Source: an optimization exercise on an open RTL-to-GDS flow (aim: small area, a short achievable clock period and few clock cycles per item). Production flows keep margins and buffers that such runs may drop. Where RTL was checked, it was by simulation tests only, not by an equivalence proof against the original. The RTL of run 1 was laid out without a check of its function.

==> flow/design.v (outline; a module is shown in full before it is edited, if it fits) <==
// module mandel_engine: 103 lines
// module mandel_dp: 1446 lines
// module mandel_fa: 10 lines
module mandel_engine #(
    parameter int BITS      = 16,
    parameter int ITER_BITS = 7
) (
    input  logic                   clk,
    input  logic                   rst_n,
    input  logic                   in_valid,
    output logic                   in_ready,
    input  logic signed [BITS-1:0] in_x,
    input  logic signed [BITS-1:0] in_y,
    input  logic                   julia_mode,
    input  logic signed [BITS-1:0] julia_cx,
    input  logic signed [BITS-1:0] julia_cy,
    input  logic [ITER_BITS-1:0]   max_iter,
    input  logic                   abort,
    output logic                   out_valid,
    input  logic                   out_ready,
    output logic [ITER_BITS-1:0]   out_iter,
    output logic                   out_escaped,
    output logic                   busy
);
  // ...
==> flow/flow/run.sh <==
#!/bin/bash
# The standard layout (standard.sh), with the port buffers made from
# sky130_fd_sc_hd__buf_1 cells instead of the default choice of a delay
# buffer, and clock tree synthesis without dummy loads.
set -euo pipefail
export BUFFER_PORTS_ARGS="-buffer_cell sky130_fd_sc_hd__buf_1"
export CTS_ARGS="-sink_clustering_enable -repair_clock_nets -buf_list sky130_fd_sc_hd__clkbuf_8 -dont_use_dummy_load"
bash standard.sh > standard.log 2>&1
==> flow/standard.sh <==
#!/bin/bash
# synth_recipe.tcl (not shown) runs the flow's synth.tcl, then flattens the netlist and writes it again
# the make line also repeats each setting of config.mk as NAME=value (left out here)
make -C /OpenROAD-flow-scripts/flow DESIGN_CONFIG=/design/flow/config.mk WORK_HOME=/design/flow/orfs CLKGATE_MAP_FILE= SYNTH_SCRIPT=/design/flow/synth_recipe.tcl "${@:-finish}"
==> flow/config.mk <==
export PLATFORM = sky130hd
export DESIGN_NAME = mandel_engine
export DESIGN_NICKNAME = mandel_engine
export VERILOG_FILES = /design/flow/design.v
export SDC_FILE = /design/flow/constraint.sdc
export NUM_CORES = 4
export LEC_CHECK = 0
export CAP_MARGIN = 20
export CORE_MARGIN = 2
export CORE_UTILIZATION = 65
export CTS_BUF_LIST = sky130_fd_sc_hd__clkbuf_8
export PLACE_DENSITY = 0.75
export SLEW_MARGIN = 20
export SYNTH_HIERARCHICAL = 1
export SYNTH_MINIMUM_KEEP_SIZE = 0
==> flow/constraint.sdc <==
create_clock -name core_clock -period 14.0 [get_ports {clk}]
set_input_delay 2.8000 -clock core_clock [delete_from_list [all_inputs] [get_ports {clk}]]
set_output_delay 2.8000 -clock core_clock [all_outputs]
set_load 0.01 [all_outputs]
==> run_results.csv, run 1 <==
group,metric,value,unit
critical_path,critical_path_buf_inv_count,1,
critical_path,r2r_slack,7.37,ns
global_route,grt_util_met1,0.4057,
timing,finalHoldViolations,0,
place,postPlaceCellArea,0.01920,mm²
clock_network,cts_tree,"built",
critical_path,max_stage_delay,0.56,ns
drt,maxUsedRoutingLayer,"met4",
drt,dr.pass1.iters,8,
hold_path,worstHoldStart,"stop_q$_SDFFE_PP0P_",
global_route,grt_busiest_layer,"met2",
clock_network,cts_hold_buf,0,
drt,vias_per_cell,6.091,
layout,seq_cells,117,
status,status,"no timing/DRC/antenna violations",
layout,buffer_area_frac,0.02945,
place,dpl.hpwl,32880,µm
drt,via_count,13095,
flow_run,cap_violations,0,
critical_path,crit_path_end_kind,"register",
place,placedCellCount,2132,
yosys,synth-async-reset-ratio,0,
hold_path,whs_path_depth,2,
critical_path,start_kind,"register",
layout,signal_buffers,117,
layout,num-fill-cells,2152,
layout,clk_share,0.01202,
clock_network,clkSinkCount,117,
yosys,synth_common_cells,"417 x nor2_1, 402 x fa_1, 150 x ha_1",
clock_network,clock_latency,0.47,ns
layout,area_delta_synth_final,4.875,%
==> run 2, diff against run 1 <==
--- a/flow/design.v
+++ b/flow/design.v
@@ -1532,22 +1532,20 @@
     wire s936, c936;
     mandel_fa us936 (.a(c899), .b(s919), .c(c918), .s(s936), .co(c936));
     wire s937, c937;
     mandel_fa us937 (.a(c901), .b(s920), .c(c919), .s(s937), .co(c937));
     wire s938, c938;
     mandel_fa us938 (.a(c903), .b(s921), .c(c920), .s(s938), .co(c938));
     wire [16:0] xs0 = {s938, s937, s936, c934, s934, c932, s932, s931, c929, c928, c927, c926, c925, c924, c923, c922, s922};
     wire [16:0] xs1 = {c937, c936, c935, s935, c933, s933, c931, c930, s930, s929, s928, s927, s926, s925, s924, s923, qyls[13]};
-    wire [17:0] xn_s = {xs0, 1'b1} + {xs1, qxls[13]};
-    wire [16:0] xn17 = xn_s[17:1];
+    wire [16:0] xn17 = xs0 + xs1 + qxls[13];
     wire [16:0] ys0 = {s789, s788, c786, s786, c784, c783, c782, s782, c780, c779, c778, c777, c776, c775, c774, c773, c772};
     wire [16:0] ys1 = {c788, c787, s787, c785, s785, s784, s783, c781, s781, s780, s779, s778, s777, s776, s775, s774, s773};
-    wire [17:0] yn_s = {ys0, 1'b1} + {ys1, mxyls[12]};
-    wire [16:0] yn17 = yn_s[17:1];
+    wire [16:0] yn17 = ys0 + ys1 + mxyls[12];
     assign xn   = xn17;
     assign yn   = yn17;
     assign mesc = big | mag[16];
 endmodule
 module mandel_fa (
     input  logic a,
     input  logic b,
     input  logic c,
==> flow/flow/run.sh (replaced) <==
#!/bin/bash
# The standard layout (standard.sh), with the port buffers made from
# sky130_fd_sc_hd__buf_1 cells instead of the default choice of a delay
# buffer, clock tree synthesis without dummy loads, and gain-based buffering
# of high-fanout nets after global placement (flow/gain.tcl).
set -euo pipefail
export BUFFER_PORTS_ARGS="-buffer_cell sky130_fd_sc_hd__buf_1"
export CTS_ARGS="-sink_clustering_enable -repair_clock_nets -buf_list sky130_fd_sc_hd__clkbuf_8 -dont_use_dummy_load"
export POST_GLOBAL_PLACE_TCL="$(pwd)/flow/gain.tcl"
bash standard.sh > standard.log 2>&1
==> flow/flow/gain.tcl (new file) <==
# After global placement: gain-based buffering of high-fanout nets.
estimate_parasitics -placement
repair_design -buffer_gain 4.0 -verbose
==> run_results.csv, run 2 <==
group,metric,value,unit
yosys,yosysSeqAreaShare,0.1670,
yosys,synthCells,1700,
yosys,synth_edf_count,72,
floorplan,rows,61,
yosys,ys_ff_latch,117,
yosys,synth_area_leader_cell,"fa_1",
yosys,avgSynthCellArea,10.79,µm²
yosys,synth_common_cells,"409 x nor2_1, 404 x fa_1, 148 x ha_1",
yosys,yosysWarnings,7,
yosys,synth_cell_types,56,
yosys,synth_top_flop_cell,"edfxtp_1",
yosys,netlist_area,0.01834,mm²
place,port_buffers,87,
yosys,synth_top_area_frac,0.4410,
floorplan,die_w,172.0,µm
yosys,synth-async-reset-ratio,0,
yosys,yosys.cell_count.top_type,"nor2_1",
status,status,"aborted with a tool error",
status,haltStage,"global placement",
floorplan,dieHeight,172.0,µm
status,tool.error,"[ERROR EST-0104] inconsistent parasitics state",
floorplan,start_util,0.6602,
floorplan,ios,88,
yosys,synth_area_leaders,"fa_1 44%, edfxtp_1 12%, ha_1 10%",
[run 2: cell types whose count changed after synthesis, sizes merged, moves of 6 or more]
cell / before / now
nand2: 84 / 72
xnor2: 52 / 61
o21ai: 29 / 13
clkbuf: 42 / 48
nor3: 16 / 7
nand3: 6 / 15
nor2: 417 / 409
inv: 78 / 86
o2111ai: 1 / 9
[run 2: per-module statistics from Yosys, one instance, submodules excluded]
module / flip-flops and latches / area, µm² / times used
mandel_fa: 0 / 20.02 / 400
mandel_engine: 117 / 4842 / 1
mandel_dp: 0 / 5492 / 1
[run 2: cell families after synthesis]
group,synth area share
fa+ha+maj,0.5419
simple gates,0.1223
buf+inv,0.04141
compound gates,0.04584
flops,0.1670
xor+xnor,0.04107
mux,0.04004
other cells,0.0004095
Testbench counts of run 2, summed over its fixed seeds: cycles 84,151, points 2,048.
==> run 3, diff against run 2 <==
==> flow/flow/gain.tcl (replaced) <==
# After global placement: registers that drive many loads get the
# strongest drive of their own cell type (dfxtp_1 -> dfxtp_4).
set n 0
foreach inst [get_cells *] {
  if {[get_property $inst ref_name] ne "sky130_fd_sc_hd__dfxtp_1"} { continue }
  set q [get_pins -of_objects $inst -filter "direction == output"]
  set loads [llength [get_pins -of_objects [get_nets -of_objects $q] -filter "direction == input"]]
  if {$loads >= 8} {
    replace_cell $inst sky130_fd_sc_hd__dfxtp_4
    incr n
  }
}
puts "gain.tcl: upsized $n registers"
==> run_results.csv, run 3 <==
group,metric,value,unit
drt,drc,0,
global_route,grt_pass1_vias,13837,
timing,fin_crit,6.145,ns
layout,multi_input_area,0.01455,mm²
yosys,synthCells,1700,
timing,finalHoldViolations,0,
clock_network,numCtsBuffers,17,
clock_network,cts_hold_buf,0,
clock_network,cts_resized,0,
floorplan,start_util,0.6602,
yosys,synth_area_leader_cell,"fa_1",
status,status,"no timing/DRC/antenna violations",
timing,maxSlewViolCount,0,
timing,fin_tns_setup,0,ns
yosys,ys_ff_latch,117,
place,port_buffers,87,
critical_path,worstPathMaxFanout,30,
floorplan,fp.dieArea,0.02958,mm²
critical_path,cp.arrival,6.47,ns
hold_path,hold_class,"reg -> reg",
clock_network,cts_root_buf,"clkbuf_8",
clock_network,htreeDepth,4,
drt,wl_per_cell,20.30,µm
clock_network,max-clock-path-buffers,2,
yosys,netlist_area,0.01834,mm²
drt,dr.pass1.iters,5,
timing,finalCritPeriodShare,0.4389,
place,postPlaceCellArea,0.01900,mm²
timing,worst_pin_slew,0.9825,ns
timing,relSlewSlack,0.3450,
yosys,synth_top_flop_cell,"edfxtp_1",
layout,num-fill-cells,2167,
drt,drt-initial-drc-count,929,
yosys,synth_area_leaders,"fa_1 44%, edfxtp_1 12%, ha_1 10%",
global_route,grt_pass1_wl,70910,µm
clock_network,cts_post_setup_buffers_inserted,0,
floorplan,ios,88,
floorplan,dieHeight,172.0,µm
yosys,yosysSeqAreaShare,0.1670,
critical_path,crit_path_end_kind,"register",
clock_network,clkSinkCount,117,
clock_network,path_clk_slew,0.07,ns
layout,layout.nets,2363,
floorplan,rows,61,
yosys,synth-async-reset-ratio,0,
yosys,yosys.cell_count.top_type,"nor2_1",
layout,drive_gt1_frac,0.06467,
flow_run,cap_violations,0,
layout,seqCellArea,0.003097,mm²
yosys,yosysWarnings,7,
yosys,synth_common_cells,"409 x nor2_1, 404 x fa_1, 148 x ha_1",
timing,fmax,162.7,MHz
floorplan,coreArea,0.02778,mm²
floorplan,die_w,172.0,µm
global_route,grt_start_max_net_pins,36,
place,dpl.hpwl,32180,µm
critical_path,start_kind,"register",
critical_path,required,14.33,ns
timing,finalSetupViolCount,0,
layout,final_cell_area,0.01924,mm²
global_route,grt_antenna_before_repair,1,
layout,layout_commonest_cell,"nor2_1",
drt,ant_nets,0,
yosys,synth_edf_count,72,
clock_network,clock_latency,0.46,ns
global_route,grt_usage,0.3190,
layout,area_delta_synth_final,4.891,%
drt,routed_wl,42850,µm
drt,vias_per_cell,5.992,
timing,finClkSkew,0.02656,ns
yosys,synth_top_area_frac,0.4410,
timing,rsz0062_at_grt,"no",
yosys,synth_cell_types,56,
global_route,overflow,0,
clock_network,cts_tree,"built",
yosys,avgSynthCellArea,10.79,µm²
drt,via_count,12650,
layout,final_cell_mix,"408 x nor2_1, 404 x fa_1, 148 x ha_1",
critical_path,worstSetupPathType,"reg -> reg",
[run 3: cell type report]
| cell class | count | area share |
|---|---|---|
| Antenna cell | 1 | 0.0001301 |
| Timing Repair Buffer | 118 | 0.02914 |
| Tap cell | 378 | 0.02458 |
| Sequential cell | 117 | 0.1610 |
| Inverter | 87 | 0.01697 |
| Multi-Input combinational cell | 1393 | 0.7560 |
| Clock buffer | 17 | 0.01216 |
[run 3: through the flow]
step                instances  worst slack, ns    util  hold slack [ns]
finish                   2111            7.855  0.6925           0.5116
detailed placement       2093            7.939  0.6840           0.4925
global placement         2093            7.967  0.6828           0.4800
global route             2110            7.560  0.6924           0.5491
CTS                      2110            7.912  0.6924           0.5057
floorplan                1704            8.188       -           0.4442
[run 3: logic make-up (layout without fill, tap and decap cells)]
| group | after synthesis | after routing | synth area share |
|---|---|---|---|
| adder cells (fa/ha/maj) | 552 | 552 | 0.5419 |
| AND/OR/NAND/NOR | 552 | 552 | 0.1223 |
| buffers and inverters | 194 | 222 | 0.04141 |
| AO/OA/AOI/OAI | 128 | 128 | 0.04584 |
| flip-flops | 117 | 117 | 0.1670 |
| XOR/XNOR | 86 | 86 | 0.04107 |
| multiplexers | 69 | 69 | 0.04004 |
| other | 2 | 7 | 0.0004095 |
[run 3: path summary, 6_finish.rpt]
check / from / end / slack [ns] / depth (start not counted)
hold reg to reg: stop_q$_SDFFE_PP0P_ / stop_q$_SDFFE_PP0P_ / 0.51 / 2
setup / recovery: zyn_q[8]$_DFF_P_ / xh_q$_DFF_P_ / 7.86 / 19
setup reg to reg: zyn_q[8]$_DFF_P_ / xh_q$_DFF_P_ / 7.86 / 19
hold / removal: stop_q$_SDFFE_PP0P_ / stop_q$_SDFFE_PP0P_ / 0.51 / 2
[run 3: routing by layer]
layer  part of all wire  up-vias  track usage
met5                  0        -            0
met4              0.036        0       0.1388
met3              0.074      107      0.06363
met2               0.51      539       0.5430
met1               0.38     6484       0.3996
li1                   -     5520            -
[run 3: critical path, stage by stage, from the launching register on]
cell       delay (ns)
dfxtp_1          0.31
buf_4            0.36
inv_1            0.20
fa_1             0.53
fa_1             0.42
fa_1             0.46
fa_1             0.57
inv_1            0.06
ha_1             0.29
fa_1             0.50
fa_1             0.41
ha_1             0.35
a21o_1           0.19
a21oi_1          0.13
nand2_1          0.12
a41oi_1          0.39
o2111ai_1        0.18
a21oi_1          0.20
xnor2_1          0.08
mux2_2           0.26
[run 3: modules after synthesis (local to each module, per instance)]
module	copies in the design	flip-flops and latches	cell area (µm²)	cells
mandel_fa	400	0	20.02	1
mandel_engine	1	117	4842	349
mandel_dp	1	0	5492	951
==> module mandel_engine, before the edit <==
module mandel_engine #(
    parameter int BITS      = 16,
    parameter int ITER_BITS = 7
) (
    input  logic                   clk,
    input  logic                   rst_n,
    input  logic                   in_valid,
    output logic                   in_ready,
    input  logic signed [BITS-1:0] in_x,
    input  logic signed [BITS-1:0] in_y,
    input  logic                   julia_mode,
    input  logic signed [BITS-1:0] julia_cx,
    input  logic signed [BITS-1:0] julia_cy,
    input  logic [ITER_BITS-1:0]   max_iter,
    input  logic                   abort,
    output logic                   out_valid,
    input  logic                   out_ready,
    output logic [ITER_BITS-1:0]   out_iter,
    output logic                   out_escaped,
    output logic                   busy
);
    logic run_q, done_q;
    logic [6:0] iter_q, lim_q;
    logic signed [15:0] cx_q, cy_q;
    logic [15:0] zxn_q, zyn_q, sxn_q, syn_q;
    logic [16:0] xn, yn;
    logic mesc;
    logic mesc_q, xh_q, yh_q, stop_q;
    mandel_dp u_dp (
        .zxn (zxn_q),
        .zyn (zyn_q),
        .cx  (cx_q),
        .cy  (cy_q),
        .xn  (xn),
        .yn  (yn),
        .mesc(mesc)
    );
    logic esc, fin, cyc, ckpt;
    assign esc  = mesc_q || (xh_q == zxn_q[15]) || (yh_q == zyn_q[15]);
    assign fin  = run_q && (esc || stop_q || cyc);
    assign cyc  = (zxn_q == sxn_q) && (zyn_q == syn_q) && (iter_q != '0);
    assign ckpt = ((iter_q & (iter_q - 7'd1)) == '0) || (iter_q[3:0] == '0);
    logic idle, accept;
    assign idle   = !run_q && !done_q;
    assign accept = idle && in_valid;
    always_ff @(posedge clk) begin
        if (!rst_n || abort) begin
            run_q  <= 1'b0;
            done_q <= 1'b0;
        end else if (accept) begin
            run_q  <= 1'b1;
        end else if (fin) begin
            run_q  <= 1'b0;
            done_q <= !out_ready;
        end else if (done_q && out_ready) begin
            done_q <= 1'b0;
        end
    end
    always_ff @(posedge clk) begin
        if (idle) begin
            zxn_q  <= ~in_x;
            zyn_q  <= ~in_y;
            xh_q   <= in_x[15];
            yh_q   <= in_y[15];
            mesc_q <= 1'b0;
        end else begin
            zxn_q  <= ~xn[15:0];
            zyn_q  <= ~yn[15:0];
            xh_q   <= xn[16];
            yh_q   <= yn[16];
            mesc_q <= mesc;
        end
    end
    always_ff @(posedge clk) begin
        if (accept) begin
            cx_q  <= julia_mode ? julia_cx : in_x;
            cy_q  <= julia_mode ? julia_cy : in_y;
            lim_q <= max_iter;
        end
    end
    always_ff @(posedge clk) begin
        if (run_q && ckpt) begin
            sxn_q <= zxn_q;
            syn_q <= zyn_q;
        end
    end
    logic esc_h;
    always_ff @(posedge clk) begin
        if (accept) begin
            iter_q <= '0;
            stop_q <= 1'b0;
        end else if (run_q) begin
            iter_q <= iter_q + 7'd1;
            stop_q <= iter_q == lim_q;
            esc_h  <= esc;
        end
    end
    assign in_ready    = rst_n && idle;
    assign busy        = !idle;
    assign out_valid   = done_q || fin;
    assign out_escaped = run_q ? esc : esc_h;
    assign out_iter    = out_escaped ? iter_q + {6'b111111, !done_q} : lim_q;
endmodule
==> run 4, diff against run 3 <==
--- a/flow/design.v
+++ b/flow/design.v
@@ -22,7 +22,8 @@
     logic run_q, done_q;
     logic [6:0] iter_q, lim_q;
     logic signed [15:0] cx_q, cy_q;
-    logic [15:0] zxn_q, zyn_q, sxn_q, syn_q;
+    logic [15:0] zxn_q, zyn_q;
+    logic [14:0] sxn_q, syn_q;
     logic [16:0] xn, yn;
     logic mesc;
     logic mesc_q, xh_q, yh_q, stop_q;
@@ -38,7 +39,9 @@
     logic esc, fin, cyc, ckpt;
     assign esc  = mesc_q || (xh_q == zxn_q[15]) || (yh_q == zyn_q[15]);
     assign fin  = run_q && (esc || stop_q || cyc);
-    assign cyc  = (zxn_q == sxn_q) && (zyn_q == syn_q) && (iter_q != '0);
+    assign cyc  = (zxn_q[14:0] == sxn_q) && (zyn_q[14:0] == syn_q) &&
+                  (zxn_q[15] == zxn_q[14]) && (zyn_q[15] == zyn_q[14]) &&
+                  (iter_q != '0);
     assign ckpt = ((iter_q & (iter_q - 7'd1)) == '0) || (iter_q[3:0] == '0);
     logic idle, accept;
     assign idle   = !run_q && !done_q;
@@ -80,8 +83,8 @@
     end
     always_ff @(posedge clk) begin
         if (run_q && ckpt) begin
-            sxn_q <= zxn_q;
-            syn_q <= zyn_q;
+            sxn_q <= zxn_q[14:0];
+            syn_q <= zyn_q[14:0];
         end
     end
     logic esc_h;
==> run_results.csv, run 4 <==
group,metric,value,unit
status,status,"no timing/DRC/antenna violations",
yosys,yosys.cell_count.top_type,"nor2_1",
drt,drt-initial-drc-count,852,
hold_path,hold_class,"reg -> reg",
drt,drc,0,
timing,relSlewSlack,0.2996,
yosys,netlist_area,0.01826,mm²
timing,finClkSkew,0.02804,ns
timing,fin_tns_setup,0,ns
yosys,yosysSeqAreaShare,0.1644,
layout,layout_commonest_cell,"nor2_1",
clock_network,cts_resized,0,
floorplan,ios,88,
critical_path,crit_top_cell,"fa_1",
clock_network,cts_root_buf,"clkbuf_8",
critical_path,crit_path_end_kind,"register",
floorplan,fp.dieArea,0.02945,mm²
timing,finalHoldViolations,0,
clock_network,cts_tree,"built",
timing,rsz0062_at_grt,"no",
layout,multi_input_area,0.01453,mm²
yosys,synth_edf_count,70,
yosys,yosysWarnings,7,
layout,final_cells,2099,
yosys,synth_mux_area_frac,0.04159,
yosys,synth_cell_types,61,
global_route,grt_usage,0.3142,
timing,maxSlewViolCount,0,
floorplan,die_w,171.6,µm
clock_network,path_clk_slew,0.06,ns
hold_path,whs_path_depth,0,
global_route,grt_pass1_wl,70400,µm
drt,ant_nets,0,
yosys,synth-async-reset-ratio,0,
critical_path,cp_num_cells,19,
yosys,ys_ff_latch,115,
critical_path,reg2regPathDepth,19,
timing,finalSetupViolCount,0,
critical_path,worstSetupPathType,"reg -> reg",
global_route,grt_antenna_before_repair,0,
yosys,synth-compound-area-share,0.04474,
drt,wl_per_cell,20.34,µm
yosys,synth_common_cells,"407 x nor2_1, 404 x fa_1, 148 x ha_1",
layout,num-fill-cells,2057,
layout,drive_gt1_frac,0.06450,
drt,dr.pass1.iters,7,
floorplan,rows,61,
global_route,overflow,0,
layout,area_delta_synth_final,4.898,%
yosys,synth_top_flop_cell,"edfxtp_1",
drt,via_count,12628,
critical_path,path_delay_family,"adder cells",
flow_run,cap_violations,0,
layout,final_cell_mix,"407 x nor2_1, 404 x fa_1, 148 x ha_1",
global_route,grt_start_max_net_pins,48,
critical_path,worstPathMaxFanout,30,
critical_path,crit_chain,"buf_4 > inv_1 > ha_1 > fa_1 > fa_1 > fa_1 > fa_1 > fa_1 > fa_1 > inv_1 > fa_1 > nor2b_1 > o2111ai_1 > nand2_1 > a41oi_1 > o21bai_1 > a21boi_1 > xnor2_1 > mux2i_1",
yosys,avgSynthCellArea,10.82,µm²
layout,num_antenna_cells,0,
place,dpl.hpwl,32240,µm
timing,fmax,160.1,MHz
floorplan,start_util,0.6592,
clock_network,htreeDepth,4,
yosys,synthCells,1688,
clock_network,max-clock-path-buffers,2,
yosys,synth-xor-area-share,0.04124,
timing,whs,0.5088,ns
timing,fin_crit,6.247,ns
critical_path,required,14.29,ns
critical_path,cp.arrival,6.54,ns
global_route,grt_pass1_vias,14164,
yosys,synth_area_leader_cell,"fa_1",
timing,worst_pin_slew,1.049,ns
floorplan,dieHeight,171.6,µm
critical_path,critPathSlowestCell,"fa_1",
place,port_buffers,87,
clock_network,numCtsBuffers,17,
drt,routed_wl,42700,µm
floorplan,coreArea,0.02771,mm²
clock_network,clkSinkCount,115,
yosys,synth-simple-area-share,0.1224,
critical_path,max_stage_delay,0.54,ns
layout,layout.nets,2352,
yosys,synth_top_family_by_area,"adder cells",
yosys,synth_area_leaders,"fa_1 44%, edfxtp_1 12%, ha_1 10%",
yosys,synthAdderAreaFrac,0.5443,
critical_path,start_kind,"register",
place,placedCellCount,2082,
clock_network,cts_hold_buf,0,
drt,vias_per_cell,6.016,
timing,finalCritPeriodShare,0.4462,
clock_network,clock_latency,0.46,ns
layout,seqCellArea,0.003037,mm²
clock_network,cts_post_setup_buffers_inserted,0,
yosys,synth_top_area_frac,0.4429,
critical_path,critical_path_buf_inv_count,3,
[run 4: kinds of logic (layout without fill, tap and decap cells)]
group | count (synthesis) | in the layout
buf+inv | 192 | 221
fa+ha+maj | 552 | 552
flops | 115 | 115
simple gates | 547 | 547
xor+xnor | 86 | 86
other cells | 2 | 6
compound gates | 123 | 123
mux | 71 | 71
[run 4: final timing paths]
check,end,slack [ns],start
worst max-delay path,zxn_q[14]$_DFF_P_,7.75,zxn_q[6]$_DFF_P_
worst min-delay path,sxn_q[0]$_DFFE_PP_,0.51,zxn_q[0]$_DFF_P_
worst max register to register,zxn_q[14]$_DFF_P_,7.75,zxn_q[6]$_DFF_P_
worst min register to register,sxn_q[0]$_DFFE_PP_,0.51,zxn_q[0]$_DFF_P_
[run 4: stage by stage]
step	worst slack, ns	area (µm²)	util
floorplan	8.188	18280	-
global placement	7.865	18890	0.6818
detailed placement	7.854	18920	0.6830
CTS	7.831	19160	0.6915
global route	7.528	19160	0.6915
finish	7.753	19160	0.6915
[run 4: per-layer routing]
layer,up-vias,track usage,wire length (µm)
met1,6459,0.3935,16010
met3,119,0.05476,2993
met5,-,0,0
met4,0,0.1444,1883
met2,558,0.5357,21820
li1,5492,-,-
[run 4: cell type report]
| cell class | count | area share |
|---|---|---|
| clock buffer | 17 | 0.01221 |
| tap | 378 | 0.02469 |
| sequential | 115 | 0.1585 |
| inverter | 86 | 0.01685 |
| multi-input combinational | 1385 | 0.7585 |
| timing repair buffer | 118 | 0.02926 |
[run 4: Yosys stat by module, one instance, submodules excluded]
module	flip-flops and latches	cell area [µm²]
mandel_fa	0	20.02
mandel_dp	0	5492
mandel_engine	115	4763
[run 4: worst register-to-register path, cell delays in order, from the launching register on]
cell,delay [ns]
dfxtp_1,0.33
buf_4,0.42
inv_1,0.27
ha_1,0.36
fa_1,0.38
fa_1,0.46
fa_1,0.43
fa_1,0.54
fa_1,0.42
fa_1,0.53
inv_1,0.07
fa_1,0.45
nor2b_1,0.19
o2111ai_1,0.12
nand2_1,0.16
a41oi_1,0.21
o21bai_1,0.25
a21boi_1,0.14
xnor2_1,0.24
mux2i_1,0.12
Testbench counts of run 4, summed over its fixed seeds: cycles 84,151, points 2,048.
==> run 5, diff against run 4 <==
==> flow/flow/run.sh (replaced) <==
#!/bin/bash
# The standard layout (standard.sh), with the port buffers made from
# sky130_fd_sc_hd__buf_1 cells instead of the default choice of a delay
# buffer, and clock tree synthesis without dummy loads.
set -euo pipefail
export BUFFER_PORTS_ARGS="-buffer_cell sky130_fd_sc_hd__buf_1"
export CTS_ARGS="-sink_clustering_enable -repair_clock_nets -buf_list sky130_fd_sc_hd__clkbuf_8 -dont_use_dummy_load"
bash standard.sh > standard.log 2>&1
removed: flow/flow/gain.tcl
==> run_results.csv, run 5 <==
group,metric,value,unit
yosys,avgSynthCellArea,10.82,µm²
hold_path,hold_class,"reg -> reg",
floorplan,fp.dieArea,0.02945,mm²
drt,routed_wl,42900,µm
yosys,synth_common_cells,"407 x nor2_1, 404 x fa_1, 148 x ha_1",
timing,fin_tns_setup,0,ns
yosys,synthAdderAreaFrac,0.5443,
layout,layout.nets,2352,
floorplan,start_util,0.6592,
timing,finalSetupViolCount,0,
yosys,synth-compound-area-share,0.04474,
clock_network,numCtsBuffers,17,
hold_path,worstHoldStart,"stop_q$_SDFFE_PP0P_",
timing,finalCritPeriodShare,0.4430,
clock_network,clock_latency,0.46,ns
drt,drc,0,
yosys,synth_top_family_by_area,"adder cells",
global_route,grt_pass1_vias,14220,
critical_path,critPathLaunch,"zxn_q[6]$_DFF_P_",
clock_network,cts_root_buf,"clkbuf_8",
critical_path,cp.arrival,6.54,ns
critical_path,worstSetupPathType,"reg -> reg",
yosys,synth_area_leader_cell,"fa_1",
yosys,synth_top_flop_cell,"edfxtp_1",
global_route,overflow,0,
drt,dr.pass1.iters,5,
floorplan,rows,61,
yosys,synth_top_area_frac,0.4429,
yosys,yosys.cell_count.top_type,"nor2_1",
critical_path,rr_endpoint,"xh_q$_DFF_P_",
timing,fmax,161.3,MHz
place,port_buffers,87,
floorplan,dieHeight,171.6,µm
layout,final_cells,2099,
layout,drive_gt1_frac,0.05927,
yosys,synth-xor-area-share,0.04124,
yosys,ys_ff_latch,115,
critical_path,worstPathMaxFanout,30,
drt,vias_per_cell,6.002,
layout,num-fill-cells,2108,
layout,finish.utilization,0.6902,
yosys,synth_edf_count,70,
timing,fin_ws,7.799,ns
yosys,synth-async-reset-ratio,0,
clock_network,htreeDepth,4,
critical_path,r2r_slack,7.80,ns
flow_run,cap_violations,0,
yosys,yosysSeqAreaShare,0.1644,
yosys,synth_mux_area_frac,0.04159,
timing,relSlewSlack,0.3010,
floorplan,ios,88,
clock_network,cts_resized,0,
global_route,grt_start_max_net_pins,48,
floorplan,coreArea,0.02771,mm²
critical_path,r2r_start,"zxn_q[6]$_DFF_P_",
critical_path,crit_end,"xh_q$_DFF_P_",
yosys,synth-simple-area-share,0.1224,
global_route,grt_usage,0.3162,
global_route,grt_pass1_wl,70660,µm
drt,wl_per_cell,20.44,µm
status,status,"no timing/DRC/antenna violations",
timing,fin_crit,6.201,ns
yosys,yosysWarnings,7,
place,placedCellCount,2082,
timing,finalHoldViolations,0,
layout,seqCellArea,0.003003,mm²
drt,ant_nets,0,
clock_network,cts_tree,"built",
layout,multi_input_area,0.01453,mm²
floorplan,die_w,171.6,µm
layout,num_antenna_cells,0,
place,post-place-ws,7.847,ns
layout,area_delta_synth_final,4.713,%
layout,layout_commonest_cell,"nor2_1",
drt,via_count,12599,
clock_network,path_clk_slew,0.06,ns
clock_network,max-clock-path-buffers,2,
critical_path,crit_path_end_kind,"register",
clock_network,clkSinkCount,115,
yosys,netlist_area,0.01826,mm²
drt,drt-initial-drc-count,865,
critical_path,start_kind,"register",
critical_path,reg2regPathDepth,19,
timing,rsz0062_at_grt,"no",
clock_network,cts_post_setup_buffers_inserted,0,
clock_network,cts_hold_buf,0,
layout,final_cell_mix,"407 x nor2_1, 404 x fa_1, 148 x ha_1",
place,dpl.hpwl,32360,µm
place,place.gp.congestion,0.8817,
timing,maxSlewViolCount,0,
global_route,grt_antenna_before_repair,0,
timing,finClkSkew,0.02445,ns
hold_path,whs_path_depth,2,
timing,worst_pin_slew,1.047,ns
yosys,synth_cell_types,61,
yosys,synth_area_leaders,"fa_1 44%, edfxtp_1 12%, ha_1 10%",
yosys,synthCells,1688,
critical_path,required,14.33,ns
## run 5: cell count changes in the layout (fill, tap and decap cells not counted)
cell / before / now
dfxtp_1: 36 / 45
dfxtp_4: 9 / 0
## run 5: worst max-delay path: stages (launching register included)
cell and delay (ns):
dfxtp_1 0.34, buf_4 0.41, inv_1 0.26, ha_1 0.37, fa_1 0.38, fa_1 0.46, fa_1 0.43, fa_1 0.54
fa_1 0.43, fa_1 0.52, inv_1 0.07, fa_1 0.45, nor2b_1 0.19, o2111ai_1 0.13, nand2_1 0.16, a41oi_1 0.20
o2111ai_1 0.25, a21oi_1 0.11, xnor2_1 0.12, mux2_2 0.27
## run 5: cell type report
class	instances	share of cell area
Multi-Input combinational cell	1385	0.7598
Clock buffer	17	0.01224
Inverter	86	0.01688
Timing Repair Buffer	118	0.02931
Tap cell	378	0.02473
Sequential cell	115	0.1570
## run 5: worst min-delay path by stage
stage | endpoint | slack (ns)
2_1_floorplan | sxn_q[0]$_DFFE_PP_ | 0.44
3_3_place_gp | stop_q$_SDFFE_PP0P_ | 0.51
3_5_place_dp | stop_q$_SDFFE_PP0P_ | 0.54
4_1_cts | stop_q$_SDFFE_PP0P_ | 0.55
5_1_grt | stop_q$_SDFFE_PP0P_ | 0.61
6_report | stop_q$_SDFFE_PP0P_ | 0.57
## run 5: layer usage
metal,part of all wire,vias up,track usage
met3,0.067,131,0.06305
met1,0.37,6461,0.3849
met5,0,-,0
met2,0.52,523,0.5485
li1,-,5484,-
met4,0.043,0,0.1389
## run 5: per-stage QoR
step	instance area [µm²]	hold slack (ns)
3_3_place_gp	18890	0.5086
3_5_place_dp	18890	0.5396
2_1_floorplan	18280	0.4442
4_1_cts	19120	0.5523
5_1_grt	19120	0.6103
6_report	19120	0.5691
## run 5: cells by family after synthesis
family | after synthesis
compound gates | 123
other cells | 2
simple gates | 547
xor+xnor | 86
fa+ha+maj | 552
buf+inv | 192
flops | 115
mux | 71
## run 5: per-module statistics from Yosys (local to each module, per instance)
module         times used  flops+latches  cells inside
mandel_engine           1            115           337
mandel_fa             400              0             1
mandel_dp               1              0           951

-- port drivers added, routing unchanged --
No port has a modelled driver above. Below, the same layouts with a new extraction and two added sets of constraints. Step 1, drivers: a clkbuf_16 drives clk and a buf_2 each remaining input, both assumed. Step 2 times the ports against the registers' clock, not the clock port: input delays grow and output delays shrink by t, the midpoint of the rising clock arrivals with the driver on. Three values: no drivers, after step 1, after step 2; two values: the first two.
run | shift t [ns] | slack for setup (ns) | worst register clock-pin slew, ns | worst data-port slew with drivers (ns) | cell pins on the clock port's net
run 1 | 0.502 | 7.365 / 7.365 / 7.365 | 0.08 / 0.08 | 0.03 | 1
run 3 | 0.486 | 7.855 / 7.855 / 7.855 | 0.08 / 0.08 | 0.03 | 1
run 4 | 0.487 | 7.753 / 7.753 / 7.753 | 0.08 / 0.08 | 0.04 | 1
run 5 | 0.487 | 7.799 / 7.799 / 7.799 | 0.08 / 0.08 | 0.04 | 1
After both steps every run listed still meets setup and hold.
